Source: an optimization exercise on an open RTL-to-GDS flow (aim: a short achievable clock period and few clock cycles per item). Production flows keep margins and buffers that such runs may drop. Where RTL was checked, it was by simulation tests only, not by an equivalence proof against the original. The RTL of run 3 was laid out without a check of its function. Power is estimated from default activity; no workload was simulated.

**flow/config.mk**
```make
export PLATFORM = sky130hd
export DESIGN_NAME = wb_cache
export DESIGN_NICKNAME = wb_cache
export VERILOG_FILES = /design/flow/design.v
export SDC_FILE = /design/flow/constraint.sdc
export NUM_CORES = 4
export LEC_CHECK = 0
export ABC_AREA = 0
export ABC_CLOCK_PERIOD_IN_PS = 2500
export CAP_MARGIN = 20
export CORE_MARGIN = 2
export CORE_UTILIZATION = 50
export GPL_TIMING_DRIVEN = 1
export SETUP_SLACK_MARGIN = 5
export SLEW_MARGIN = 20
export TNS_END_PERCENT = 100
```
**flow/constraint.sdc**
```tcl
create_clock -name core_clock -period 8.0 [get_ports {clk}]
set_input_delay 1.6000 -clock core_clock [delete_from_list [all_inputs] [get_ports {clk}]]
set_output_delay 1.6000 -clock core_clock [all_outputs]
set_load 0.01 [all_outputs]
```
**flow/standard.sh**
```bash
#!/bin/bash
# synth_recipe.tcl (not shown) runs the flow's synth.tcl, then flattens the netlist and writes it again
# the make line also repeats each setting of config.mk as NAME=value (left out here)
make -C /OpenROAD-flow-scripts/flow DESIGN_CONFIG=/design/flow/config.mk WORK_HOME=/design/flow/orfs CLKGATE_MAP_FILE= SYNTH_SCRIPT=/design/flow/synth_recipe.tcl "${@:-finish}"
```
**flow/flow/run.sh**
```bash
#!/bin/bash
set -euo pipefail
bash standard.sh SETUP_SLACK_MARGIN=5.3 finish > flow_make.log 2>&1
```
**flow/design.v**
```verilog
package cache_pkg;
	localparam int WORDS_PER_LINE = 4;
	localparam int WORD_BITS      = 32;
	localparam int PROC_ADDR_BITS = 30;
	localparam int MEM_ADDR_BITS  = 28;
	typedef logic [31:0] word_t;
	typedef logic [WORDS_PER_LINE*WORD_BITS-1:0] line_t;
	typedef logic [29:0] proc_addr_t;    
	typedef logic [27:0] mem_addr_t;     
	typedef struct packed {
		logic       read;
		logic       write;
		proc_addr_t addr;
		word_t      wdata;
	} proc_req_t;
	typedef struct packed {
		logic      read;
		logic      write;
		mem_addr_t addr;
		line_t     wdata;     
	} mem_req_t;
	typedef enum logic [1:0] {
		ST_READY     = 2'd0,
		ST_WRITEBACK = 2'd1,
		ST_FILL      = 2'd2
	} cache_state_e;
endpackage
`timescale 1ns/1ps
module wb_cache (
	input  logic         clk,
	input  logic         rst_n,
	input  logic         proc_read,
	input  logic         proc_write,
	input  logic [29:0]  proc_addr,
	input  logic [31:0]  proc_wdata,
	output logic [31:0]  proc_rdata,
	output logic         proc_stall,
	output logic         mem_read,
	output logic         mem_write,
	output logic [27:0]  mem_addr,
	output logic [127:0] mem_wdata,
	input  logic [127:0] mem_rdata,
	input  logic         mem_ready
);
	logic [25:0]  tag_q  [8];
	logic [127:0] data_q [8];
	logic [7:0]   valid_q;
	logic [7:0]   dirty_q;
	logic [3:0]   lru_q;       
	logic        done_q;       
	logic        stall_q;      
	logic        wb_q;         
	logic        fill_q;       
	logic        idle;
	logic [2:0]  line_q;       
	logic [1:0]  word_q;
	logic [31:0]  rdata_q;
	logic         mem_read_q;
	logic         mem_write_q;
	logic [27:0]  mem_addr_q;
	logic [127:0] mem_wdata_q;
	assign idle = !(done_q | wb_q | fill_q);
	logic        req;
	logic [1:0]  set;
	logic [25:0] tag;
	logic [7:0]  match;
	logic [1:0]  way_hit;
	logic        hit;
	assign req = proc_read | proc_write;
	assign set = proc_addr[3:2];
	assign tag = proc_addr[29:4];
	always_comb begin
		for (int i = 0; i < 8; i++) begin
			match[i] = valid_q[i] && (tag_q[i] == tag);
		end
		way_hit[0] = match[{set, 1'b0}];
		way_hit[1] = match[{set, 1'b1}];
	end
	assign hit = |way_hit;
	logic [3:0]   vway_s;
	logic [3:0]   vdirty_s;
	logic [25:0]  vtag_s  [4];
	logic [127:0] vline_s [4];
	always_comb begin
		for (int s = 0; s < 4; s++) begin
			if (!valid_q[2*s])          vway_s[s] = 1'b0;
			else if (!valid_q[2*s + 1]) vway_s[s] = 1'b1;
			else                        vway_s[s] = lru_q[s];
			vdirty_s[s] = dirty_q[2*s + vway_s[s]];
			vtag_s[s]   = tag_q[2*s + vway_s[s]];
			vline_s[s]  = data_q[2*s + vway_s[s]];
		end
	end
	logic         vway;
	logic         vdirty;
	assign vway   = vway_s[set];
	assign vdirty = vdirty_s[set];
	logic [31:0] word0, word1;
	assign word0 = data_q[{set, 1'b0}][proc_addr[1:0]*32 +: 32];
	assign word1 = data_q[{set, 1'b1}][proc_addr[1:0]*32 +: 32];
	always_ff @(posedge clk or negedge rst_n) begin
		if (!rst_n) begin
			done_q      <= 1'b0;
			stall_q     <= 1'b1;
			wb_q        <= 1'b0;
			fill_q      <= 1'b0;
			mem_read_q  <= 1'b0;
			mem_write_q <= 1'b0;
		end else begin
			if (idle) begin
				done_q      <= req & hit;
				stall_q     <= !(req & hit);
				wb_q        <= req & !hit & vdirty;
				fill_q      <= req & !hit & !vdirty;
				mem_write_q <= req & !hit & vdirty;
				mem_read_q  <= req & !hit & !vdirty;
			end else if (wb_q) begin
				if (mem_ready) begin
					wb_q        <= 1'b0;
					fill_q      <= 1'b1;
					mem_write_q <= 1'b0;
					mem_read_q  <= 1'b1;
				end
			end else if (fill_q) begin
				if (mem_ready) begin
					fill_q     <= 1'b0;
					done_q     <= 1'b1;
					stall_q    <= 1'b0;
					mem_read_q <= 1'b0;
				end
			end else begin
				done_q  <= 1'b0;
				stall_q <= 1'b1;
			end
		end
	end
	logic wb_addr;
	assign wb_addr = idle ? vdirty : (wb_q & !mem_ready);
	always_ff @(posedge clk) begin
		if (idle) begin
			line_q <= {set, hit ? way_hit[1] : vway};
			word_q <= proc_addr[1:0];
		end
		rdata_q     <= fill_q ? mem_rdata[word_q*32 +: 32] : (way_hit[1] ? word1 : word0);
		mem_addr_q  <= wb_addr ? {vtag_s[set], set} : proc_addr[29:2];
		mem_wdata_q <= vline_s[set];
	end
	always_ff @(posedge clk or negedge rst_n) begin
		if (!rst_n) begin
			valid_q <= '0;
			dirty_q <= '0;
			lru_q   <= '0;
		end else begin
			if (fill_q && mem_ready) begin
				valid_q[line_q] <= 1'b1;
				dirty_q[line_q] <= 1'b0;
			end
			if (done_q) begin
				lru_q[line_q[2:1]] <= ~line_q[0];
				if (proc_write) begin
					dirty_q[line_q] <= 1'b1;
				end
			end
		end
	end
	always_ff @(posedge clk) begin
		if (fill_q && mem_ready) begin
			tag_q[line_q] <= proc_addr[29:4];
		end
		for (int i = 0; i < 8; i++) begin
			for (int k = 0; k < 4; k++) begin
				if (fill_q && mem_ready && line_q == 3'(i)) begin
					data_q[i][k*32 +: 32] <= mem_rdata[k*32 +: 32];
				end else if (done_q && proc_write && line_q == 3'(i) && word_q == 2'(k)) begin
					data_q[i][k*32 +: 32] <= proc_wdata;
				end
			end
		end
	end
	assign proc_rdata = rdata_q;
	assign proc_stall = stall_q;
	assign mem_read   = mem_read_q;
	assign mem_write  = mem_write_q;
	assign mem_addr   = mem_addr_q;
	assign mem_wdata  = mem_wdata_q;
endmodule
```
==> results.json, run 1 <==
{
  "outcome": "complete, no violations",
  "critPathLaunchType": "flip-flop",
  "crit_chain": "buf_6",
  "drive_gt1_share_pct": 25.6,
  "nets": 7145,
  "r2r-end": "data_q[4][16]",
  "cp_num_cells": 1,
  "clock-root-buffer": "clkbuf_16",
  "ys_seq_elements": 1451,
  "power_switching_mw": 9.05,
  "async_reset_ff_share_pct": 1.79,
  "gp_congestion": 0.909,
  "area_growth_syn_to_layout_pct": 25.0,
  "grt_pass1_vias": 58125,
  "num_vias": 62102,
  "setup_tns_ns": 0,
  "cp_num_buf_inv": 1,
  "syn_area_um2": 75000,
  "die_y_um": 391,
  "drv_slew": 0,
  "dieArea_um2": 153000,
  "yosysWarnings": 4,
  "fin_crit_sh_pct": 38.5,
  "wl_met2_um": 147000,
  "hold_violations": 0,
  "wl_per_cell_um": 38.3,
  "gr-total-overflow": 0,
  "p_leak_nw": 36.9,
  "met3_length_um": 54300,
  "synth_edf_count": 1237,
  "cts_tree": "done",
  "combPwrFrac_pct": 32.9,
  "finalSetupViolations": 0,
  "cp.required_ns": 6.40,
  "die_x_um": 391,
  "wl_met1_um": 121000,
  "antenna_found_initial": 25,
  "ir_drop_mv": 0.239,
  "clk-insertion-delay-late_ns": 0.83,
  "cts_sinks": 1451,
  "row_count": 142,
  "synthFlopType": "edfxtp_1",
  "power_density_nw_per_um2": 279,
  "numCtsBuffers": 160,
  "rsz0062_at_grt": "yes",
  "grt.total_usage_pct": 44.3,
  "drc": 0,
  "final_cells": 9099,
  "critPathTopFamily": "flip-flops",
  "synth_cells": 6552,
  "cpMaxStageDelayCell": "dfstp_2",
  "p_int_mw": 17.1,
  "rr_startpoint": "line_q[0]",
  "hold_path.class": "flip-flop to flip-flop",
  "num_io_pins": 386,
  "pwr-share-seq_pct": 38.0,
  "crit_path_end": "proc_stall",
  "worst_setup_path_end_kind": "output port",
  "startpoint": "stall_q",
  "finalClockSkew_ns": 0.0413,
  "dp_hpwl_um": 186000,
  "core_um2": 149000,
  "syn_avg_cell_area_um2": 11.4,
  "cts_max_level": 4,
  "wirelength_um": 349000,
  "p_clk_share_pct": 29.1,
  "initial_core_util_pct": 50.2,
  "layout_commonest_cell": "nand2_1",
  "io_buffers": 385,
  "slowest_delay_ns": 0.56,
  "grt_max_degree": 105,
  "n_fill_cell": 11440,
  "postCtsHoldBufs": 0,
  "routed.top_layer": "met5",
  "reg2regPathDepth": 7,
  "switching_share_pct": 34.6,
  "yosysUniqueCellTypes": 59,
  "firstDrtPassIters": 10,
  "cp_data_arrival_time_ns": 1.48,
  "viasPerCell": 6.83,
  "grt_pass1_wl_um": 467000,
  "synth_nets": 6761,
  "p_total_mw": 26.1,
  "cts.clk_slew.worst_paths_ns": 0.06,
  "drv_cap": 0,
  "initialDrtViolationCount": 11241,
  "cp_max_fo": 2,
  "cts_buffer_depth": 3,
  "min_period_ns": 3.08,
  "fmax_mhz": 325,
  "slew_headroom_pct": 18.7,
  "placed_cells": 8466,
  "worst_slew_pin_slew_ns": 1.22,
  "r2r_slack_ns": 5.23,
  "ant_nets": 0,
  "final_cell_mix": "nand2_1 (2453), edfxtp_1 (1237), mux2i_1 (543)",
  "crit_type": "flip-flop to output port",
  "synth_seq_area_share_pct": 55.4
}
## area by class of cell
class                      instances  area [um2]  share of cell area, %
antenna                           14        35.0                 0.0374
clock buffer                     234        4660                   4.97
clock inverter                    61         608                  0.649
inverter                          36         150                  0.160
multi-input combinational       4485       33800                   36.0
sequential                      1451       41800                   44.6
tap                             2016        2520                   2.69
timing repair buffer             802       10200                   10.9
## stage by stage
step	utilization [%]	setup slack [ns]	hold slack (ns)	instance area [um2]
5_1_grt	62.7	4.91	0.512	93700
6_report	62.7	4.92	0.496	93700
3_5_place_dp	54.1	2.35	0.485	80800
4_1_cts	61.4	4.89	0.498	91800
3_3_place_gp	54.1	2.46	0.476	80800
2_1_floorplan	-	4.84	0.451	77100
## flip-flops by register name, indices dropped and copies added (netlist names)
name and flops:
mem_wdata_q 128, lru_q 4, done_q 1, mem_write_q 1, valid_q 8, fill_q 1
line_q 3, mem_addr_q 28, wb_q 1, word_q 2, stall_q 1, data_q 1024
dirty_q 8, tag_q 208, mem_read_q 1, rdata_q 32
## worst min-delay path by stage
| stage | end | start | depth (start not counted) | slack, ns |
|---|---|---|---|---|
| finish | dirty_q[3] | dirty_q[3] | 1 | 0.50 |
| CTS | dirty_q[3] | dirty_q[3] | 1 | 0.50 |
| global placement | dirty_q[1] | dirty_q[1] | 1 | 0.48 |
| global route | dirty_q[1] | dirty_q[1] | 1 | 0.51 |
| detailed placement | dirty_q[3] | dirty_q[3] | 1 | 0.49 |
| floorplan | valid_q[1] | valid_q[1] | 2 | 0.45 |
## metal layers
layer	GRT usage [%]	up-vias
met4	27.5	32
li1	-	24498
met5	0.0638	-
met1	57.2	30268
met3	15.4	1432
met2	64.0	5872
## synth_stat cells (all sizes together), types with 67 or more instances
master     n  area share, %
a22o      67           0.78
o211ai   128            1.3
mux2i    545            7.3
xnor2    105            1.2
mux2     130            2.0
mux4     290            8.7
buf      235            1.7
o221ai   129            1.5
dfxtp    188            5.0
clkbuf   368            1.9
edfxtp  1237             50
nand2   2495             12
xor2     103            1.2
## power groups by stage
stage | combinational (mW) | clock (mW) | sequential (mW)
after global routing | 8.72 | 7.87 | 9.98
final | 8.60 | 7.60 | 9.94
after detailed placement | 7.12 | 0 | 9.96
after floorplan | 4.28 | 0 | 9.83
after global placement | 7.05 | 0 | 9.95
after CTS | 7.99 | 7.58 | 9.89
## cell families (layout without fill, tap and decap cells)
family,Yosys count,after routing,synth area share (%)
AND/OR/NAND/NOR,2709,2732,14.2
flip-flops,1451,1451,55.4
multiplexers,965,965,17.9
buffers and inverters,639,1133,3.75
AO/OA/AOI/OAI,566,566,6.04
XOR/XNOR,208,208,2.43
adder cells (fa/ha/maj),14,14,0.234
other,0,14,0
## timing repair
| action | in CTS | in global routing |
|---|---|---|
| buffers inserted | 188 | 51 |
| pin swaps | 102 | 41 |
| setup endpoints to repair | 2645 | 957 |
| gates cloned | 71 | 14 |
| gates resized for setup | 1602 | 209 |
Testbench counts, summed over its fixed seeds: cycles 135,775, items 24,000.
==> inputs of run 2 (changes only) <==
--- a/flow/design.v
+++ b/flow/design.v
@@ -49,5 +49,4 @@
 	logic [3:0]   lru_q;       
 	logic        done_q;       
-	logic        stall_q;      
 	logic        wb_q;         
 	logic        fill_q;       
@@ -102,5 +101,4 @@
 		if (!rst_n) begin
 			done_q      <= 1'b0;
-			stall_q     <= 1'b1;
 			wb_q        <= 1'b0;
 			fill_q      <= 1'b0;
@@ -110,5 +108,4 @@
 			if (idle) begin
 				done_q      <= req & hit;
-				stall_q     <= !(req & hit);
 				wb_q        <= req & !hit & vdirty;
 				fill_q      <= req & !hit & !vdirty;
@@ -126,10 +123,8 @@
 					fill_q     <= 1'b0;
 					done_q     <= 1'b1;
-					stall_q    <= 1'b0;
 					mem_read_q <= 1'b0;
 				end
 			end else begin
-				done_q  <= 1'b0;
-				stall_q <= 1'b1;
+				done_q <= 1'b0;
 			end
 		end
@@ -179,5 +174,5 @@
 	end
 	assign proc_rdata = rdata_q;
-	assign proc_stall = stall_q;
+	assign proc_stall = !done_q;
 	assign mem_read   = mem_read_q;
 	assign mem_write  = mem_write_q;
==> flow/run.sh (new file) <==
#!/bin/bash
# synth_recipe.tcl (not shown) runs the flow's synth.tcl, then flattens the netlist and writes it again
# the make line also repeats each setting of config.mk as NAME=value (left out here)
make -C /OpenROAD-flow-scripts/flow DESIGN_CONFIG=/design/flow/config.mk WORK_HOME=/design/flow/orfs CLKGATE_MAP_FILE= SYNTH_SCRIPT=/design/flow/synth_recipe.tcl finish
removed: flow/flow/run.sh
removed: flow/standard.sh
==> results.json, run 2 <==
{
  "outcome": "complete, no violations",
  "yosysUniqueCellTypes": 50,
  "numCtsBuffers": 161,
  "synth_nets": 6754,
  "rr_startpoint": "lru_q[2]",
  "wirelength_um": 335000,
  "cts_buffer_depth": 3,
  "firstDrtPassIters": 8,
  "yosysWarnings": 4,
  "num_io_pins": 386,
  "area_growth_syn_to_layout_pct": 19.2,
  "cts_max_level": 4,
  "synthFlopType": "edfxtp_1",
  "nets": 6977,
  "ys_seq_elements": 1450,
  "reg.largest.list": "data_q: 1024 flops, tag_q: 208 flops, mem_wdata_q: 128 flops",
  "syn_avg_cell_area_um2": 11.5,
  "cp_max_fo": 93,
  "drc": 0,
  "reg2regPathDepth": 5,
  "min_period_ns": 3.20,
  "setup_tns_ns": 0,
  "die_y_um": 391,
  "placed_cells": 8445,
  "cp_data_arrival_time_ns": 3.69,
  "crit_top_cell": "buf_16",
  "startpoint": "proc_addr[3]",
  "fmax_mhz": 312,
  "largest_reg_flops": 1024,
  "hold_violations": 0,
  "final_cells": 8948,
  "top_register": "data_q",
  "crit_type": "primary input to flip-flop",
  "grt_pass1_wl_um": 453000,
  "clk-insertion-delay-late_ns": 0.83,
  "drv_cap": 0,
  "cts_sinks": 1450,
  "drv_slew": 0,
  "fin_crit_sh_pct": 40.0,
  "switching_share_pct": 34.7,
  "p_clk_share_pct": 30.4,
  "cp.required_ns": 8.49,
  "hold_path.class": "flip-flop to flip-flop",
  "cts.clk_slew.worst_paths_ns": 0.06,
  "synth.top_cells.by_count": "nand2_1 (2523), edfxtp_1 (1237), mux2i_1 (546)",
  "final_cell_mix": "nand2_1 (2511), edfxtp_1 (1237), mux2i_1 (544)",
  "synth_edf_count": 1237,
  "cp_num_cells": 4,
  "gr-total-overflow": 0,
  "synth_seq_area_share_pct": 55.4,
  "layout_commonest_cell": "nand2_1",
  "post-route-util_pct": 59.8,
  "finalClockSkew_ns": 0.0317,
  "pwr-share-seq_pct": 38.4,
  "worst_slew_pin_slew_ns": 1.21,
  "synthDominantCellAreaShare_pct": 49.5,
  "die_x_um": 391,
  "synth.most_common_cell": "nand2_1",
  "cts_tree": "done",
  "slew_headroom_pct": 19.6,
  "p_int_mw": 16.7,
  "antenna_found_initial": 32,
  "io_buffers": 385,
  "r2r-end": "mem_wdata_q[111]",
  "p_leak_nw": 35.1,
  "yosys.area.top_type": "edfxtp_1",
  "initial_core_util_pct": 50.2,
  "holdPathStages": 2,
  "postCtsHoldBufs": 0,
  "initialDrtViolationCount": 10340,
  "finalSetupViolations": 0,
  "cp_num_buf_inv": 2,
  "row_count": 142,
  "grt.total_usage_pct": 42.9,
  "combPwrFrac_pct": 31.2,
  "dieArea_um2": 153000,
  "num_vias": 60482,
  "grt_pass1_vias": 57245,
  "syn_area_um2": 75000,
  "wl_per_cell_um": 37.5,
  "r2r_slack_ns": 4.93,
  "viasPerCell": 6.76,
  "ant_nets": 0,
  "slowest_delay_ns": 0.62,
  "critPathLaunchType": "primary input",
  "crit_chain": "buf_16 -> or2_4 -> buf_16 -> o221ai_1",
  "power_switching_mw": 8.90,
  "dp_hpwl_um": 178000,
  "drive_gt1_share_pct": 18.7,
  "async_reset_ff_share_pct": 1.72,
  "synth_cells": 6545,
  "power_density_nw_per_um2": 287,
  "critPathTopFamily": "buffers and inverters",
  "cpMaxStageDelayCell": "o221ai_1",
  "ir_drop_mv": 0.220,
  "grt_max_degree": 105,
  "crit_path_end": "mem_wdata_q[111]",
  "clock-root-buffer": "clkbuf_16",
  "netlist_top_cells_area": "edfxtp_1 (50%), nand2_1 (13%), mux4_2 (9.6%), mux2i_1 (7.3%), dfxtp_1 (5.0%)",
  "rsz0062_at_grt": "yes",
  "gp_congestion": 0.907,
  "core_um2": 149000,
  "worst_setup_path_end_kind": "flip-flop"
}
run 2: cell families (layout without fill, tap and decap cells):
logic type / Yosys count / in the layout / share of synthesized area [%]
adder cells (fa/ha/maj): 14 / 14 / 0.234
buffers and inverters: 667 / 1007 / 3.70
XOR/XNOR: 208 / 208 / 2.43
multiplexers: 996 / 996 / 18.9
other: 0 / 27 / 0
AO/OA/AOI/OAI: 500 / 500 / 5.30
AND/OR/NAND/NOR: 2710 / 2730 / 14.1
flip-flops: 1450 / 1450 / 55.4
run 2: how the worst min path moves through the flow:
stage / from / to
finish: dirty_q[3] / dirty_q[3]
global placement: dirty_q[1] / dirty_q[1]
global route: dirty_q[6] / dirty_q[6]
detailed placement: dirty_q[6] / dirty_q[6]
floorplan: valid_q[3] / valid_q[3]
CTS: dirty_q[6] / dirty_q[6]
run 2: worst reg2reg max path: stages, from the launching register on:
cell      delay [ns]
dfrtp_1         0.41
o21ai_4         0.36
buf_16          0.52
buf_8           0.61
mux2i_1         0.20
o221ai_1        0.80
run 2: cell type report:
cell class	count	area (um2)
clock buffers	219	4630
fillers	11928	60000
well taps	2016	2520
clock inverters	81	813
flip-flops and latches	1450	41600
inverters	68	260
multi-input cells	4448	32000
repair buffers	639	7430
diodes	27	67.6
run 2: power groups by stage:
| stage | Sequential [mW] | Clock, mW | Combinational, mW |
|---|---|---|---|
| global placement | 10.0 | 0 | 6.96 |
| floorplan | 9.84 | 0 | 4.15 |
| finish | 9.86 | 7.80 | 7.99 |
| CTS | 9.83 | 7.78 | 7.57 |
| detailed placement | 10.0 | 0 | 7.03 |
| global route | 9.91 | 8.05 | 8.12 |
run 2: per-layer routing:
metal | vias up | GRT usage (%) | routed length, um
li1 | 23978 | - | -
met1 | 29536 | 55.4 | 116000
met2 | 5619 | 61.7 | 142000
met3 | 1323 | 14.6 | 51300
met4 | 26 | 27.9 | 26200
met5 | - | 0 | 280
run 2: stage by stage:
step	setup slack, ns	area (um2)	hold WS, ns	total power [mW]
after global placement	2.41	80400	0.474	17.0
after floorplan	4.73	75800	0.439	14.0
after CTS	4.80	88700	0.494	25.2
after global routing	4.96	89300	0.500	26.1
after detailed placement	2.35	80400	0.482	17.1
final	4.80	89400	0.492	25.6
run 2: timing repair:
action / CTS / global route
buffers inserted: 100 / 24
setup endpoints to repair: 2639 / 924
pin swaps: 49 / 8
cloned: 44 / 8
gates resized for setup: 862 / 106
Testbench counts of run 2, summed over its fixed seeds: cycles 135,775, items 24,000.
==> inputs of run 3 (changes only) <==
--- a/flow/design.v
+++ b/flow/design.v
@@ -130,14 +130,18 @@
 		end
 	end
-	logic wb_addr;
-	assign wb_addr = idle ? vdirty : (wb_q & !mem_ready);
 	always_ff @(posedge clk) begin
 		if (idle) begin
-			line_q <= {set, hit ? way_hit[1] : vway};
-			word_q <= proc_addr[1:0];
+			line_q      <= {set, hit ? way_hit[1] : vway};
+			word_q      <= proc_addr[1:0];
+			rdata_q     <= way_hit[1] ? word1 : word0;
+			mem_addr_q  <= vdirty ? {vtag_s[set], set} : proc_addr[29:2];
+			mem_wdata_q <= vline_s[set];
 		end
-		rdata_q     <= fill_q ? mem_rdata[word_q*32 +: 32] : (way_hit[1] ? word1 : word0);
-		mem_addr_q  <= wb_addr ? {vtag_s[set], set} : proc_addr[29:2];
-		mem_wdata_q <= vline_s[set];
+		if (wb_q && mem_ready) begin
+			mem_addr_q <= proc_addr[29:2];
+		end
+		if (fill_q) begin
+			rdata_q <= mem_rdata[word_q*32 +: 32];
+		end
 	end
 	always_ff @(posedge clk or negedge rst_n) begin
==> results.json, run 3 <==
{
  "outcome": "complete, no violations",
  "grt_pass1_wl_um": 451000,
  "largest_reg_flops": 1024,
  "cpMaxStageDelayCell": "nor4_4",
  "dp_hpwl_um": 184000,
  "syn_area_um2": 76300,
  "cts_tree": "done",
  "post-route-util_pct": 59.9,
  "async_reset_ff_share_pct": 1.72,
  "grt_pass1_vias": 56641,
  "initialDrtViolationCount": 10374,
  "rsz0062_at_grt": "yes",
  "cts_sinks": 1450,
  "clk-insertion-delay-late_ns": 0.83,
  "synth_seq_area_share_pct": 56.9,
  "wirelength_um": 331000,
  "postCtsHoldBufs": 0,
  "fin_crit_sh_pct": 41.8,
  "die_x_um": 395,
  "multi_input_area_um2": 31800,
  "cp_max_fo": 7,
  "slowest_delay_ns": 0.40,
  "finalSetupViolations": 0,
  "yosys.area.top_type": "edfxtp_1",
  "place_ws_ns": 2.25,
  "antenna_found_initial": 28,
  "worst_slew_pin_slew_ns": 1.01,
  "layout_commonest_cell": "nand2_1",
  "drv_slew": 0,
  "drv_cap": 0,
  "cts.clk_slew.worst_paths_ns": 0.06,
  "synth.most_common_cell": "nand2_1",
  "cp_data_arrival_time_ns": 3.91,
  "synthFlopType": "edfxtp_1",
  "crit_type": "primary input to flip-flop",
  "hold_path.class": "flip-flop to flip-flop",
  "p_clk_share_pct": 28.6,
  "cp.required_ns": 8.57,
  "crit_top_cell": "buf_12",
  "viasPerCell": 6.76,
  "p_total_mw": 25.9,
  "num_vias": 59586,
  "netlist_top_cells_area": "edfxtp_1 (56%), nand2_1 (12%), mux4_2 (11%), mux2i_1 (6.8%), mux2_2 (1.9%)",
  "cts_buffer_depth": 3,
  "critPathTopFamily": "buffers and inverters",
  "dieArea_um2": 156000,
  "r2r-end": "data_q[2][81]",
  "final_cell_mix": "nand2_1 (2510), edfxtp_1 (1425), mux2i_1 (508)",
  "reg.largest.list": "data_q: 1024 flops, tag_q: 208 flops, mem_wdata_q: 128 flops",
  "worst_setup_path_end_kind": "flip-flop",
  "grt_max_degree": 113,
  "drive_gt1_share_pct": 21.3,
  "nets": 6853,
  "row_count": 143,
  "switching_share_pct": 35.1,
  "numCtsBuffers": 159,
  "initial_core_util_pct": 50.3,
  "synth.top_cells.by_count": "nand2_1 (2517), edfxtp_1 (1425), mux2i_1 (521)",
  "r2r_slack_ns": 4.95,
  "grt.total_usage_pct": 41.7,
  "wl_per_cell_um": 37.5,
  "core_um2": 152000,
  "n_fill_cell": 11953,
  "ys_seq_elements": 1450,
  "seqCellArea_um2": 43400,
  "min_period_ns": 3.34,
  "firstDrtPassIters": 7,
  "p_leak_nw": 35.5,
  "drc": 0,
  "synth_nets": 6539,
  "pwr-share-seq_pct": 39.7,
  "synth_cells": 6330,
  "cts_max_level": 4,
  "cp_num_cells": 13,
  "io_buffers": 385,
  "placed_cells": 8276,
  "cp_num_buf_inv": 6,
  "ant_nets": 0,
  "finalClockSkew_ns": 0.0230,
  "fmax_mhz": 299,
  "final.setup.worst_slack_ns": 4.66,
  "critPathLaunchType": "primary input",
  "synth_edf_count": 1425,
  "top_register": "data_q",
  "yosysWarnings": 4,
  "combPwrFrac_pct": 31.7,
  "area_growth_syn_to_layout_pct": 19.1,
  "syn_avg_cell_area_um2": 12.1,
  "gr-total-overflow": 0,
  "crit_chain": "buf_6 -> buf_12 -> xor2_4 -> nor4_4 -> nand4_1 -> o22ai_2 -> mux2i_4 -> buf_12 -> buf_16 -> buf_12 -> buf_12 -> mux2i_2 -> o21ai_1",
  "ir_drop_mv": 0.266,
  "slew_headroom_pct": 32.8,
  "power_density_nw_per_um2": 285,
  "final_cells": 8820,
  "setup_tns_ns": 0,
  "startpoint": "proc_addr[7]",
  "clock-root-buffer": "clkbuf_16",
  "p_int_mw": 16.8,
  "yosysUniqueCellTypes": 50,
  "synthDominantCellAreaShare_pct": 56.1,
  "die_y_um": 395,
  "rr_startpoint": "line_q[0]",
  "num_io_pins": 386,
  "power_switching_mw": 9.10,
  "crit_path_end": "rdata_q[1]",
  "reg2regPathDepth": 6,
  "gp_congestion": 0.921,
  "hold_violations": 0
}
-- run 3: changes by cell type in the layout (fill, tap and decap cells not counted), moves of 32 or more --
cell / delta
mux4_2: +58
mux2i_1: -36
clkdlybuf4s15_1: -94
buf_2: +154
dfxtp_1: -164
inv_1: -51
a21oi_1: -55
a22o_1: -33
edfxtp_1: +188
a221oi_2: -32
-- run 3: kinds of logic after synthesis --
kind of cell    after synthesis  synth area share, %
fa+ha+maj                    14                0.230
flops                      1450                 56.9
compound gates              379                 3.63
buf+inv                     588                 3.37
simple gates               2659                 13.5
mux                        1032                 20.0
xor+xnor                    208                 2.39
-- run 3: final cells by class --
class / instances / area share, %
clock buffer: 190 / 4.55
tap: 2030 / 2.79
clock inverter: 98 / 1.01
multi-input combinational: 4315 / 35.0
sequential: 1450 / 47.8
timing repair buffer: 706 / 8.80
inverter: 12 / 0.0551
antenna: 19 / 0.0523
-- run 3: per-layer routing --
metal / share of wire, % / routed length [um] / track usage [%]
met3: 15 / 49600 / 13.1
met5: 0.086 / 285 / 0.708
met1: 35 / 116000 / 55.0
met4: 6.9 / 22800 / 25.3
met2: 43 / 143000 / 60.3
-- run 3: timing repair --
| action | CTS | global route |
|---|---|---|
| setup buffers | 143 | 32 |
| cloned | 53 | 9 |
| resized for setup | 1204 | 77 |
| pin swaps | 30 | 11 |
| setup endpoints to repair | 2537 | 996 |
-- run 3: worst min-delay path by stage --
stage          startpoint         end  slack [ns]  cells past startpoint
4_1_cts        dirty_q[4]  dirty_q[4]        0.50                      1
6_report       dirty_q[1]  dirty_q[1]        0.50                      1
2_1_floorplan  valid_q[1]  valid_q[1]        0.44                      2
5_1_grt        dirty_q[4]  dirty_q[4]        0.53                      1
3_3_place_gp   dirty_q[1]  dirty_q[1]        0.47                      1
3_5_place_dp   dirty_q[4]  dirty_q[4]        0.49                      1
-- run 3: through the flow --
stage / instance area, um2 / hold slack, ns
6_report: 90900 / 0.503
3_3_place_gp: 81700 / 0.471
3_5_place_dp: 81700 / 0.490
4_1_cts: 90000 / 0.505
2_1_floorplan: 76700 / 0.441
5_1_grt: 90900 / 0.531
-- run 3: power groups by stage --
stage	Sequential, mW	Clock (mW)	Combinational (mW)
4_1_cts	10.3	7.39	7.81
3_3_place_gp	10.5	0	7.24
2_1_floorplan	10.5	0	3.92
3_5_place_dp	10.5	0	7.29
6_report	10.3	7.42	8.20
5_1_grt	10.4	7.68	8.35
==> inputs of run 4 (changes only) <==
--- a/flow/design.v
+++ b/flow/design.v
@@ -49,4 +49,5 @@
 	logic [3:0]   lru_q;       
 	logic        done_q;       
+	logic        stall_q;      
 	logic        wb_q;         
 	logic        fill_q;       
@@ -98,50 +99,51 @@
 	assign word0 = data_q[{set, 1'b0}][proc_addr[1:0]*32 +: 32];
 	assign word1 = data_q[{set, 1'b1}][proc_addr[1:0]*32 +: 32];
-	always_ff @(posedge clk or negedge rst_n) begin
-		if (!rst_n) begin
-			done_q      <= 1'b0;
-			wb_q        <= 1'b0;
-			fill_q      <= 1'b0;
-			mem_read_q  <= 1'b0;
-			mem_write_q <= 1'b0;
-		end else begin
-			if (idle) begin
-				done_q      <= req & hit;
-				wb_q        <= req & !hit & vdirty;
-				fill_q      <= req & !hit & !vdirty;
-				mem_write_q <= req & !hit & vdirty;
-				mem_read_q  <= req & !hit & !vdirty;
-			end else if (wb_q) begin
-				if (mem_ready) begin
-					wb_q        <= 1'b0;
-					fill_q      <= 1'b1;
-					mem_write_q <= 1'b0;
-					mem_read_q  <= 1'b1;
-				end
-			end else if (fill_q) begin
-				if (mem_ready) begin
-					fill_q     <= 1'b0;
-					done_q     <= 1'b1;
-					mem_read_q <= 1'b0;
-				end
-			end else begin
-				done_q <= 1'b0;
+	logic done_d, wb_d, fill_d;
+	always_comb begin
+		done_d = 1'b0;
+		wb_d   = wb_q;
+		fill_d = fill_q;
+		if (idle) begin
+			done_d = req & hit;
+			wb_d   = req & !hit & vdirty;
+			fill_d = req & !hit & !vdirty;
+		end else if (wb_q) begin
+			if (mem_ready) begin
+				wb_d   = 1'b0;
+				fill_d = 1'b1;
+			end
+		end else if (fill_q) begin
+			if (mem_ready) begin
+				fill_d = 1'b0;
+				done_d = 1'b1;
 			end
 		end
 	end
+	always_ff @(posedge clk or negedge rst_n) begin
+		if (!rst_n) begin
+			done_q <= 1'b0;
+			wb_q   <= 1'b0;
+			fill_q <= 1'b0;
+		end else begin
+			done_q <= done_d;
+			wb_q   <= wb_d;
+			fill_q <= fill_d;
+		end
+	end
+	always_ff @(posedge clk) begin
+		stall_q     <= !done_d;
+		mem_write_q <= wb_d;
+		mem_read_q  <= fill_d;
+	end
+	logic wb_addr;
+	assign wb_addr = idle ? vdirty : (wb_q & !mem_ready);
 	always_ff @(posedge clk) begin
 		if (idle) begin
-			line_q      <= {set, hit ? way_hit[1] : vway};
-			word_q      <= proc_addr[1:0];
-			rdata_q     <= way_hit[1] ? word1 : word0;
-			mem_addr_q  <= vdirty ? {vtag_s[set], set} : proc_addr[29:2];
-			mem_wdata_q <= vline_s[set];
+			line_q <= {set, hit ? way_hit[1] : vway};
+			word_q <= proc_addr[1:0];
 		end
-		if (wb_q && mem_ready) begin
-			mem_addr_q <= proc_addr[29:2];
-		end
-		if (fill_q) begin
-			rdata_q <= mem_rdata[word_q*32 +: 32];
-		end
+		rdata_q     <= fill_q ? mem_rdata[word_q*32 +: 32] : (way_hit[1] ? word1 : word0);
+		mem_addr_q  <= wb_addr ? {vtag_s[set], set} : proc_addr[29:2];
+		mem_wdata_q <= vline_s[set];
 	end
 	always_ff @(posedge clk or negedge rst_n) begin
@@ -178,5 +180,5 @@
 	end
 	assign proc_rdata = rdata_q;
-	assign proc_stall = !done_q;
+	assign proc_stall = stall_q;
 	assign mem_read   = mem_read_q;
 	assign mem_write  = mem_write_q;
==> flow/flow/run.sh (new file) <==
#!/bin/bash
set -euo pipefail
bash standard.sh SETUP_SLACK_MARGIN=5.5 finish > flow_make.log 2>&1
==> flow/standard.sh (new file) <==
#!/bin/bash
# synth_recipe.tcl (not shown) runs the flow's synth.tcl, then flattens the netlist and writes it again
# the make line also repeats each setting of config.mk as NAME=value (left out here)
make -C /OpenROAD-flow-scripts/flow DESIGN_CONFIG=/design/flow/config.mk WORK_HOME=/design/flow/orfs CLKGATE_MAP_FILE= SYNTH_SCRIPT=/design/flow/synth_recipe.tcl "${@:-finish}"
removed: flow/run.sh
==> results.json, run 4 <==
{
  "slew_headroom_pct": 38.6,
  "worst_slew_pin_slew_ns": 0.921,
  "nets": 7060,
  "cts_tree": "done",
  "min_period_ns": 3.29,
  "dp_hpwl_um": 191000,
  "synth_nets": 6706,
  "cp_max_fo": 17,
  "cts.clk_slew.worst_paths_ns": 0.06,
  "hold_path.class": "flip-flop to flip-flop",
  "grt.total_usage_pct": 44.8,
  "cts_buffer_depth": 3,
  "cts_max_level": 4,
  "synth.top_cells.by_count": "nand2_1 (2518), edfxtp_1 (1237), mux2i_1 (469)",
  "synth.most_common_cell": "nand2_1",
  "grt_max_degree": 79,
  "io_buffers": 385,
  "drv_cap": 0,
  "hold_violations": 0,
  "cp_data_arrival_time_ns": 3.97,
  "yosys.area.top_type": "edfxtp_1",
  "row_count": 141,
  "synthDominantCellAreaShare_pct": 49.8,
  "num_io_pins": 386,
  "reg.largest.list": "data_q: 1024 flops, tag_q: 208 flops, mem_wdata_q: 128 flops",
  "layout_commonest_cell": "nand2_1",
  "wl_per_cell_um": 39.1,
  "synth_cells": 6497,
  "use_met3_pct": 15.1,
  "synth_seq_area_share_pct": 55.7,
  "clk-insertion-delay-late_ns": 0.82,
  "use_met2_pct": 65.1,
  "p_leak_nw": 35.9,
  "n_fill_cell": 11499,
  "critPathLaunchType": "primary input",
  "initialDrtViolationCount": 11279,
  "clock-root-buffer": "clkbuf_16",
  "worst_setup_path_end_kind": "flip-flop",
  "grt_pass1_wl_um": 468000,
  "setup_tns_ns": 0,
  "antenna_found_initial": 22,
  "cp.required_ns": 8.68,
  "die_y_um": 390,
  "power_density_nw_per_um2": 281,
  "synth_edf_count": 1237,
  "top_register": "data_q",
  "fmax_mhz": 304,
  "finalClockSkew_ns": 0.0350,
  "p_total_mw": 26.0,
  "outcome": "complete, no violations",
  "yosysWarnings": 4,
  "num_vias": 60760,
  "yosysUniqueCellTypes": 62,
  "numCtsBuffers": 159,
  "die_x_um": 390,
  "cts_sinks": 1451,
  "largest_reg_flops": 1024,
  "gp_congestion": 0.915,
  "final_cell_mix": "nand2_1 (2375), edfxtp_1 (1237), mux2i_1 (469)",
  "netlist_top_cells_area": "edfxtp_1 (50%), nand2_1 (13%), mux4_2 (9.7%), mux2i_1 (6.3%), dfxtp_1 (5.1%)",
  "syn_avg_cell_area_um2": 11.5,
  "ir_drop_mv": 0.234,
  "drc": 0,
  "async_reset_ff_share_pct": 1.59,
  "postCtsHoldBufs": 0,
  "crit_type": "primary input to flip-flop",
  "busiest_layer": "met2",
  "syn_area_um2": 74500,
  "drive_gt1_share_pct": 26.3,
  "dieArea_um2": 152000,
  "finalSetupViolations": 0,
  "initial_core_util_pct": 50.4,
  "fin_crit_sh_pct": 41.1,
  "viasPerCell": 6.81,
  "ys_seq_elements": 1451,
  "drv_slew": 0,
  "ant_nets": 0,
  "grt_use_met1_pct": 56.8,
  "firstDrtPassIters": 8,
  "core_um2": 148000,
  "area_growth_syn_to_layout_pct": 24.1,
  "wirelength_um": 349000,
  "synthFlopType": "edfxtp_1",
  "rsz0062_at_grt": "yes",
  "gr-total-overflow": 0,
  "grt_pass1_vias": 58527
}
## run 4: cell types whose count changed after synthesis, moves of 32 or more
cell,before,now
mux2i_1,521,469
clkbuf_1,363,435
nand2b_1,10,42
xor2_1,166,130
a22oi_1,0,66
mux4_2,379,321
dfxtp_1,0,191
buf_4,52,3
a21oi_1,2,58
edfxtp_1,1425,1237
o21ai_1,36,4
## run 4: through the flow
step,instances,utilization (%),instance area [um2],hold slack [ns],setup slack [ns]
3_5_place_dp,8326,54.8,81000,0.482,2.46
4_1_cts,8857,61.5,90900,0.495,4.72
2_1_floorplan,6497,-,77800,0.431,4.43
6_report,8923,62.6,92500,0.496,4.71
5_1_grt,8916,62.6,92500,0.521,4.69
3_3_place_gp,8326,54.8,81000,0.472,2.42
## run 4: timing repair
action | 4_1_cts | 5_1_grt
endpoints found under the setup margin | 2649 | 1055
resized for setup | 1474 | 198
cloned | 48 | 12
buffers inserted | 189 | 45
pin swaps | 72 | 52
## run 4: worst max-delay path, cell delays in order
cell	delay (ns)
buf_6	0.22
xnor2_1	0.21
nand4_1	0.15
or4_4	0.59
o22ai_4	0.15
mux2i_4	0.12
or2_4	0.41
buf_16	0.23
o221a_1	0.25
## run 4: cell families (layout without fill, tap and decap cells)
group	count (synthesis)	after routing	share of synthesized area [%]
AO/OA/AOI/OAI	522	522	5.24
XOR/XNOR	208	208	2.55
adder cells (fa/ha/maj)	14	14	0.235
buffers and inverters	601	1072	3.35
flip-flops	1451	1451	55.7
multiplexers	945	945	18.3
other	0	9	0
AND/OR/NAND/NOR	2756	2772	14.5
## run 4: final timing paths
kind                              start         end  slack (ns)  cells past startpoint
setup / recovery           proc_addr[5]  rdata_q[3]        4.71                      9
hold / removal               dirty_q[3]  dirty_q[3]        0.50                      1
setup reg to reg            tag_q[1][0]  rdata_q[3]        5.19                      8
hold reg to reg              dirty_q[3]  dirty_q[3]        0.50                      1
max in group asynchronous         rst_n  valid_q[3]        6.77                      1
min in group asynchronous         rst_n      fill_q        0.78                      1
## run 4: report_power, final
part	leakage [nW]	total, mW	internal, mW	switching [mW]
logic	20.3	8.51	3.28	5.22
clock network	2.55	7.50	4.29	3.20
registers	13.1	9.96	9.37	0.589
## run 4: area by class of cell
class                   instances  area, um2  share of cell area (%)
flip-flops and latches       1451      41700                    45.1
multi-input cells            4461      33800                    36.5
repair buffers                769       9270                    10.0
clock buffers                 235       4730                    5.11
well taps                    1930       2410                    2.61
clock inverters                59        502                   0.542
inverters                       9       41.3                  0.0446
diodes                          9       22.5                  0.0243
## run 4: routing by layer
metal | up-vias | wire [um]
met1 | 29749 | 120000
li1 | 24140 | -
met3 | 1387 | 51400
met4 | 20 | 28100
met2 | 5464 | 149000
met5 | - | 322
Testbench counts of run 4, summed over its fixed seeds: cycles 135,775, items 24,000.
==> inputs of run 5 (changes only) <==
--- a/flow/design.v
+++ b/flow/design.v
@@ -96,7 +96,14 @@
 	assign vway   = vway_s[set];
 	assign vdirty = vdirty_s[set];
-	logic [31:0] word0, word1;
-	assign word0 = data_q[{set, 1'b0}][proc_addr[1:0]*32 +: 32];
-	assign word1 = data_q[{set, 1'b1}][proc_addr[1:0]*32 +: 32];
+	logic [31:0] set_word [4];
+	logic [31:0] hit_word;
+	always_comb begin
+		hit_word = '0;
+		for (int s = 0; s < 4; s++) begin
+			set_word[s] = match[2*s] ? data_q[2*s][proc_addr[1:0]*32 +: 32]
+			                         : data_q[2*s + 1][proc_addr[1:0]*32 +: 32];
+			if (set == 2'(s)) hit_word = set_word[s];
+		end
+	end
 	logic done_d, wb_d, fill_d;
 	always_comb begin
@@ -143,5 +150,5 @@
 			word_q <= proc_addr[1:0];
 		end
-		rdata_q     <= fill_q ? mem_rdata[word_q*32 +: 32] : (way_hit[1] ? word1 : word0);
+		rdata_q     <= fill_q ? mem_rdata[word_q*32 +: 32] : hit_word;
 		mem_addr_q  <= wb_addr ? {vtag_s[set], set} : proc_addr[29:2];
 		mem_wdata_q <= vline_s[set];
--- a/flow/config.mk
+++ b/flow/config.mk
@@ -10,5 +10,5 @@
 export CAP_MARGIN = 20
 export CORE_MARGIN = 2
-export CORE_UTILIZATION = 50
+export CORE_UTILIZATION = 40
 export GPL_TIMING_DRIVEN = 1
 export SETUP_SLACK_MARGIN = 5
==> results.json, run 5 <==
{
  "r2r_slack_ns": 4.81,
  "async_reset_ff_share_pct": 1.59,
  "num_vias": 72087,
  "reg.largest.list": "data_q: 1024 flops, tag_q: 208 flops, mem_wdata_q: 128 flops",
  "slew_headroom_pct": 9.24,
  "rr_startpoint": "tag_q[0][5]",
  "fmax_mhz": 283,
  "switching_share_pct": 38.4,
  "synth-xor-area-share_pct": 2.45,
  "grt_max_degree": 147,
  "synthDominantCellAreaShare_pct": 49.9,
  "num_io_pins": 386,
  "area_growth_syn_to_layout_pct": 31.5,
  "cp.required_ns": 8.75,
  "cts_tree": "done",
  "cts_buffer_depth": 3,
  "ir_drop_mv": 0.327,
  "cp_max_fo": 17,
  "yosys.area_share.simple_pct": 23.0,
  "fin_crit_sh_pct": 44.1,
  "yosys.area.top_type": "edfxtp_1",
  "place_area_um2": 81800,
  "drv_cap": 0,
  "synthFlopType": "edfxtp_1",
  "io_buffers": 385,
  "gp_congestion": 0.930,
  "crit_top_cell": "buf_12",
  "setup_tns_ns": 0,
  "final.setup.worst_slack_ns": 4.47,
  "worst_setup_path_end_kind": "flip-flop",
  "cp_num_buf_inv": 2,
  "place_ws_ns": 1.90,
  "synth.area.mux_share_pct": 7.16,
  "critPathTopFamily": "simple AND/OR/NAND/NOR gates",
  "dp_hpwl_um": 190000,
  "clock-root-buffer": "clkbuf_16",
  "rsz0062_at_grt": "yes",
  "crit_chain": "buf_12 -> xnor2_4 -> nand4_1 -> nor4_4 -> and3_4 -> buf_12 -> mux4_2 -> mux2i_4 -> o22ai_1 -> o22a_1",
  "antenna_found_initial": 35,
  "p_leak_nw": 37.4,
  "synth_compound_area_share_pct": 7.29,
  "die_x_um": 435,
  "synth_nets": 8209,
  "synthAdderAreaFrac_pct": 0.236,
  "drv_slew": 0,
  "drive_gt1_share_pct": 23.1,
  "cp_num_cells": 10,
  "holdPathStages": 1,
  "ys_seq_elements": 1451,
  "finalClockSkew_ns": 0.0587,
  "startpoint": "proc_addr[9]",
  "yosysUniqueCellTypes": 55,
  "post-route-cell-area_um2": 97800,
  "wirelength_um": 393000,
  "cts.clk_slew.worst_paths_ns": 0.06,
  "netlist_top_cells_area": "edfxtp_1 (50%), nand2_1 (19%), dfxtp_1 (5.1%), mux4_2 (4.2%), a21oi_1 (3.3%)",
  "finalSetupViolations": 0,
  "syn_avg_cell_area_um2": 9.30,
  "cpMaxStageDelayCell": "mux4_2",
  "n_fill_cell": 15940,
  "min_period_ns": 3.53,
  "synth_seq_area_share_pct": 55.9,
  "synth.most_common_cell": "nand2_1",
  "largest_reg_flops": 1024,
  "outcome": "complete, no violations",
  "power_switching_mw": 10.6,
  "firstDrtPassIters": 13,
  "layout_commonest_cell": "nand2_1",
  "grt_pass1_vias": 65468,
  "critPathLaunchType": "primary input",
  "drc": 0,
  "clk-insertion-delay-late_ns": 0.89,
  "slowest_delay_ns": 0.58,
  "worst_slew_pin_slew_ns": 1.36,
  "synth_edf_count": 1237,
  "power_density_nw_per_um2": 282,
  "initialDrtViolationCount": 13590,
  "syn_area_um2": 74400,
  "post-route-util_pct": 52.8,
  "grt.total_usage_pct": 38.4,
  "core_um2": 185000,
  "synth_cells": 8000,
  "hold_violations": 0,
  "hold_path.class": "flip-flop to flip-flop",
  "dieArea_um2": 189000,
  "row_count": 158,
  "synth.top_cells.by_count": "nand2_1 (3863), edfxtp_1 (1237), clkbuf_1 (537)",
  "yosysWarnings": 5,
  "reg2regPathDepth": 9,
  "nets": 8644,
  "crit_path_end": "rdata_q[20]",
  "wl_per_cell_um": 35.4,
  "combPwrFrac_pct": 35.4,
  "cts_sinks": 1451,
  "viasPerCell": 6.51,
  "p_clk_share_pct": 28.1,
  "crit_type": "primary input to flip-flop",
  "cts_max_level": 4,
  "initial_core_util_pct": 40.2,
  "top_register": "data_q",
  "p_int_mw": 17.0,
  "numCtsBuffers": 166,
  "pwr-share-seq_pct": 36.4,
  "grt_pass1_wl_um": 511000,
  "ant_nets": 0,
  "r2r-end": "rdata_q[20]",
  "gr-total-overflow": 0,
  "synth_top_family_by_area": "simple AND/OR/NAND/NOR gates",
  "die_y_um": 435,
  "final_cell_mix": "nand2_1 (3712), edfxtp_1 (1237), a21oi_1 (318)",
  "cp_data_arrival_time_ns": 4.28
}
==> run 5: final cells by class <==
class | instances | area, um2 | share of cell area [%]
Antenna cell | 24 | 60.1 | 0.0614
Timing Repair Buffer | 920 | 12200 | 12.5
Clock buffer | 230 | 4620 | 4.72
Clock inverter | 78 | 774 | 0.792
Sequential cell | 1451 | 41800 | 42.7
Tap cell | 2480 | 3100 | 3.17
Multi-Input combinational cell | 5884 | 35200 | 36.0
Inverter | 12 | 62.6 | 0.0640
==> run 5: worst reg2reg max path: stages, from the launching register on <==
cell and delay, ns:
edfxtp_1 0.48, xnor2_4 0.24, nand4_1 0.29, nor4_4 0.41
and3_4 0.33, buf_12 0.24, mux4_2 0.59, mux2i_4 0.21
o22ai_1 0.10, o22a_1 0.21
==> run 5: worst min path at each step <==
stage	start	end	slack, ns
after global placement	dirty_q[2]	dirty_q[2]	0.47
final	dirty_q[2]	dirty_q[2]	0.49
after global routing	dirty_q[2]	dirty_q[2]	0.51
after floorplan	valid_q[3]	valid_q[3]	0.45
after detailed placement	dirty_q[2]	dirty_q[2]	0.48
after CTS	dirty_q[2]	dirty_q[2]	0.49
==> run 5: logic make-up after synthesis <==
family	count (synthesis)
xor gates and xnor gates	208
and+or+nand+nor	4334
DFF	1451
adders and majority gates	14
muxes	352
AOI/OAI and AO/OA	930
buffers and inverters	711
==> run 5: power by group through the flow <==
stage / sequential (mW) / combinational (mW) / clock [mW]
floorplan: 9.97 / 4.08 / 0
global placement: 10.1 / 7.01 / 0
detailed placement: 10.1 / 7.09 / 0
CTS: 9.96 / 8.53 / 7.71
global route: 10.1 / 9.83 / 8.01
finish: 10.0 / 9.77 / 7.76
==> run 5: stage by stage <==
stage	total power [mW]	cells	hold WS, ns
6_report	27.6	11079	0.489
3_5_place_dp	17.1	10279	0.481
2_1_floorplan	14.0	8000	0.448
5_1_grt	27.9	11059	0.510
4_1_cts	26.2	10923	0.494
3_3_place_gp	17.1	10273	0.474
==> run 5: what timing repair did <==
action                     4_1_cts  5_1_grt
resized for setup             1707      396
pin swaps                      118      103
setup buffers                  242       95
hold buffers                     0        0
setup endpoints to repair     2648     2036
gates cloned                    94       37
==> run 5: layer usage <==
layer	track usage [%]	routed length (um)
met5	1.29	694
met4	29.1	39900
met3	17.1	68900
met2	53.4	155000
met1	46.4	128000
Testbench counts of run 5, summed over its fixed seeds: cycles 135,775, items 24,000.
==> inputs of run 6 (changes only) <==
--- a/flow/design.v
+++ b/flow/design.v
@@ -174,5 +174,5 @@
 	always_ff @(posedge clk) begin
 		if (fill_q && mem_ready) begin
-			tag_q[line_q] <= proc_addr[29:4];
+			tag_q[line_q] <= mem_addr_q[27:2];
 		end
 		for (int i = 0; i < 8; i++) begin
==> flow/flow/run.sh (replaced) <==
#!/bin/bash
set -euo pipefail
bash standard.sh SETUP_SLACK_MARGIN=5.3 finish > flow_make.log 2>&1
--- a/flow/config.mk
+++ b/flow/config.mk
@@ -10,5 +10,5 @@
 export CAP_MARGIN = 20
 export CORE_MARGIN = 2
-export CORE_UTILIZATION = 40
+export CORE_UTILIZATION = 50
 export GPL_TIMING_DRIVEN = 1
 export SETUP_SLACK_MARGIN = 5
==> results.json, run 6 <==
{
  "finalSetupViolations": 0,
  "crit_type": "primary input to flip-flop",
  "drc": 0,
  "synth_edf_count": 1237,
  "num_io_pins": 386,
  "cpMaxStageDelayCell": "mux4_2",
  "grt_max_degree": 129,
  "cts.clk_slew.worst_paths_ns": 0.06,
  "postCtsHoldBufs": 0,
  "place_area_um2": 80100,
  "worst_setup_path_end_kind": "flip-flop",
  "worst_slew_pin_slew_ns": 1.39,
  "num_vias": 70675,
  "cts_buffer_depth": 3,
  "synth.most_common_cell": "nand2_1",
  "crit_path_end": "rdata_q[24]",
  "top_register": "data_q",
  "dieArea_um2": 152000,
  "rsz0062_at_grt": "yes",
  "yosys.area.top_type": "edfxtp_1",
  "ir_drop_mv": 0.248,
  "initialDrtViolationCount": 14125,
  "cts_max_level": 4,
  "nets": 8540,
  "die_x_um": 390,
  "crit_top_cell": "buf_12",
  "drv_cap": 0,
  "crit_chain": "buf_12 -> xnor2_2 -> nand4_1 -> nor2_4 -> buf_8 -> and3_4 -> buf_12 -> buf_16 -> mux4_2 -> mux2i_1 -> o22ai_1 -> o22a_1",
  "row_count": 141,
  "area_growth_syn_to_layout_pct": 25.4,
  "reg.largest.list": "data_q: 1024 flops, tag_q: 208 flops, mem_wdata_q: 128 flops",
  "die_y_um": 390,
  "fin_crit_sh_pct": 44.4,
  "slew_headroom_pct": 7.64,
  "synth_cells": 8000,
  "synth.area.mux_share_pct": 7.16,
  "synth_top_family_by_area": "simple AND/OR/NAND/NOR gates",
  "gp_congestion": 0.983,
  "async_reset_ff_share_pct": 1.59,
  "p_total_mw": 27.5,
  "yosysWarnings": 5,
  "power_density_nw_per_um2": 295,
  "cp_data_arrival_time_ns": 4.28,
  "wl_per_cell_um": 37.2,
  "synth-xor-area-share_pct": 2.45,
  "startpoint": "proc_addr[8]",
  "synth_seq_area_share_pct": 55.9,
  "antenna_found_initial": 43,
  "outcome": "complete, no violations",
  "drv_slew": 0,
  "finalClockSkew_ns": 0.0231,
  "final_cell_mix": "nand2_1 (3771), edfxtp_1 (1237), a21oi_1 (470)",
  "reg2regPathDepth": 11,
  "dp_hpwl_um": 211000,
  "post-route-cell-area_um2": 93200,
  "drive_gt1_share_pct": 19.3,
  "r2r_slack_ns": 4.82,
  "holdPathStages": 0,
  "io_buffers": 385,
  "cts_tree": "done",
  "synth_compound_area_share_pct": 7.29,
  "largest_reg_flops": 1024,
  "clk-insertion-delay-late_ns": 0.82,
  "initial_core_util_pct": 50.4,
  "numCtsBuffers": 163,
  "ant_nets": 0,
  "fmax_mhz": 281,
  "core_um2": 148000,
  "yosysUniqueCellTypes": 55,
  "viasPerCell": 6.78,
  "slowest_delay_ns": 0.50,
  "layout_commonest_cell": "nand2_1",
  "p_leak_nw": 36.2,
  "synthDominantCellAreaShare_pct": 49.9,
  "hold_violations": 0,
  "netlist_top_cells_area": "edfxtp_1 (50%), nand2_1 (19%), dfxtp_1 (5.1%), mux4_2 (4.2%), a21oi_1 (3.3%)",
  "synth_nets": 8209,
  "cts_sinks": 1451,
  "synthFlopType": "edfxtp_1",
  "gr-total-overflow": 0,
  "synth.top_cells.by_count": "nand2_1 (3863), edfxtp_1 (1237), clkbuf_1 (537)",
  "syn_avg_cell_area_um2": 9.30,
  "seqCellArea_um2": 41900,
  "syn_area_um2": 74400,
  "synthAdderAreaFrac_pct": 0.236,
  "grt_pass1_vias": 64078,
  "rr_startpoint": "tag_q[2][11]",
  "hold_path.class": "flip-flop to flip-flop",
  "min_period_ns": 3.56,
  "r2r-end": "rdata_q[24]",
  "wirelength_um": 388000,
  "cp_max_fo": 9,
  "setup_tns_ns": 0,
  "grt_pass1_wl_um": 516000,
  "cp.required_ns": 8.72,
  "grt.total_usage_pct": 49.5,
  "firstDrtPassIters": 10,
  "critPathLaunchType": "primary input",
  "yosys.area_share.simple_pct": 23.0,
  "ys_seq_elements": 1451,
  "multi_input_area_um2": 33200,
  "clock-root-buffer": "clkbuf_16",
  "n_fill_cell": 11857
}
==> run 6: cell counts after synthesis <==
Identical to the previous run, type by type.
==> run 6: area by class of cell <==
class	count	share of cell area [%]
Sequential cell	1451	44.9
Multi-Input combinational cell	5878	35.6
Timing Repair Buffer	825	11.0
Clock buffer	247	5.17
Tap cell	1930	2.59
Clock inverter	53	0.515
Antenna cell	29	0.0778
Inverter	12	0.0631
==> run 6: report_power, final <==
part | internal, mW | switching (mW) | total (mW)
clock | 4.43 | 3.21 | 7.64
sequential | 9.64 | 0.827 | 10.5
combinational | 3.00 | 6.40 | 9.40
total | 17.1 | 10.4 | 27.5
==> run 6: timing repair <==
| item | 4_1_cts | 5_1_grt |
|---|---|---|
| hold endpoints to repair | 0 | 0 |
| resized for setup | 1848 | 287 |
| pin swaps | 110 | 86 |
| endpoints found under the setup margin | 2636 | 1296 |
| setup buffers | 198 | 77 |
| cloned | 67 | 13 |
==> run 6: worst max-delay path, delay by kind of cell <==
kind	cells	cell delay (ns)
compound gates	2	0.31
xor+xnor	1	0.15
buf+inv	4	0.57
mux	2	0.66
simple gates	3	0.95
==> run 6: worst min path at each step <==
stage	slack, ns	end	from
after floorplan	0.45	valid_q[3]	valid_q[3]
after global placement	0.48	dirty_q[2]	dirty_q[2]
after detailed placement	0.49	dirty_q[1]	dirty_q[1]
after CTS	0.47	tag_q[7][12]	mem_addr_q[14]
after global routing	0.47	tag_q[7][12]	mem_addr_q[14]
final	0.46	tag_q[7][12]	mem_addr_q[14]
==> run 6: routing by layer <==
| metal | wire length [um] | up-vias | track usage, % | share of wire (%) |
|---|---|---|---|---|
| met5 | 786 | - | 2.01 | 0.20 |
| met4 | 33100 | 38 | 33.8 | 8.5 |
| met3 | 75100 | 1753 | 24.7 | 19 |
| met2 | 152000 | 7189 | 66.3 | 39 |
| met1 | 127000 | 33443 | 61.8 | 33 |
| li1 | - | 28252 | - | - |
==> run 6: through the flow <==
| step | hold slack (ns) | setup WS (ns) | utilization [%] | instances |
|---|---|---|---|---|
| floorplan | 0.448 | 4.28 | - | 8000 |
| CTS | 0.466 | 4.62 | 61.5 | 10306 |
| finish | 0.464 | 4.44 | 63.1 | 10425 |
| global placement | 0.477 | 1.97 | 54.2 | 9738 |
| global route | 0.471 | 4.43 | 63.1 | 10405 |
| detailed placement | 0.490 | 1.94 | 54.2 | 9741 |
==> run 6: cells by family after synthesis <==
kind of cell	count (synthesis)
adder cells (fa/ha/maj)	14
buffers and inverters	711
multiplexers	352
AND/OR/NAND/NOR	4334
AO/OA/AOI/OAI	930
XOR/XNOR	208
flip-flops	1451
Testbench counts of run 6, summed over its fixed seeds: cycles 135,775, items 24,000.

==> port drivers added, routing unchanged <==
Ports are ideal in the flow. The routed layouts listed here were re-timed in OpenROAD.
Step 1 sets driving cells, clkbuf_16 on the clock port and buf_2 on the other inputs (assumed; they add their load-dependent delay and slew).
Step 2 moves the port delays by t, midway between the first and last clock arrival at a register: inputs arrive t later, outputs are due t later. That takes back most of the time a late clock gives input paths.
Three values: ideal ports, drivers, drivers and shift; two values: the first two.
run | t (ns) | setup slack, ns | worst hold slack (ns) | latest minus earliest clock arrival (ns)
run 1 | 0.908 | 4.921 / 4.828 / 4.026 | 0.496 / 0.496 / 0.496 | 0.044 / 0.044
run 2 | 0.897 | 4.799 / 4.584 / 3.686 | 0.492 / 0.492 / 0.492 | 0.038 / 0.037
run 3 | 0.913 | 4.656 / 4.628 / 3.716 | 0.503 / 0.503 / 0.503 | 0.025 / 0.025
run 4 | 0.901 | 4.709 / 4.631 / 3.731 | 0.496 / 0.496 / 0.496 | 0.039 / 0.039
run 5 | 0.948 | 4.469 / 4.472 / 3.524 | 0.489 / 0.489 / 0.489 | 0.062 / 0.061
run 6 | 0.909 | 4.444 / 4.429 / 3.521 | 0.464 / 0.464 / 0.464 | 0.028 / 0.029
After both steps every run listed still meets setup and hold. For run 2, which loses most, drivers alone change the setup slack by -0.215 ns; drivers and shift together by -1.113 ns.
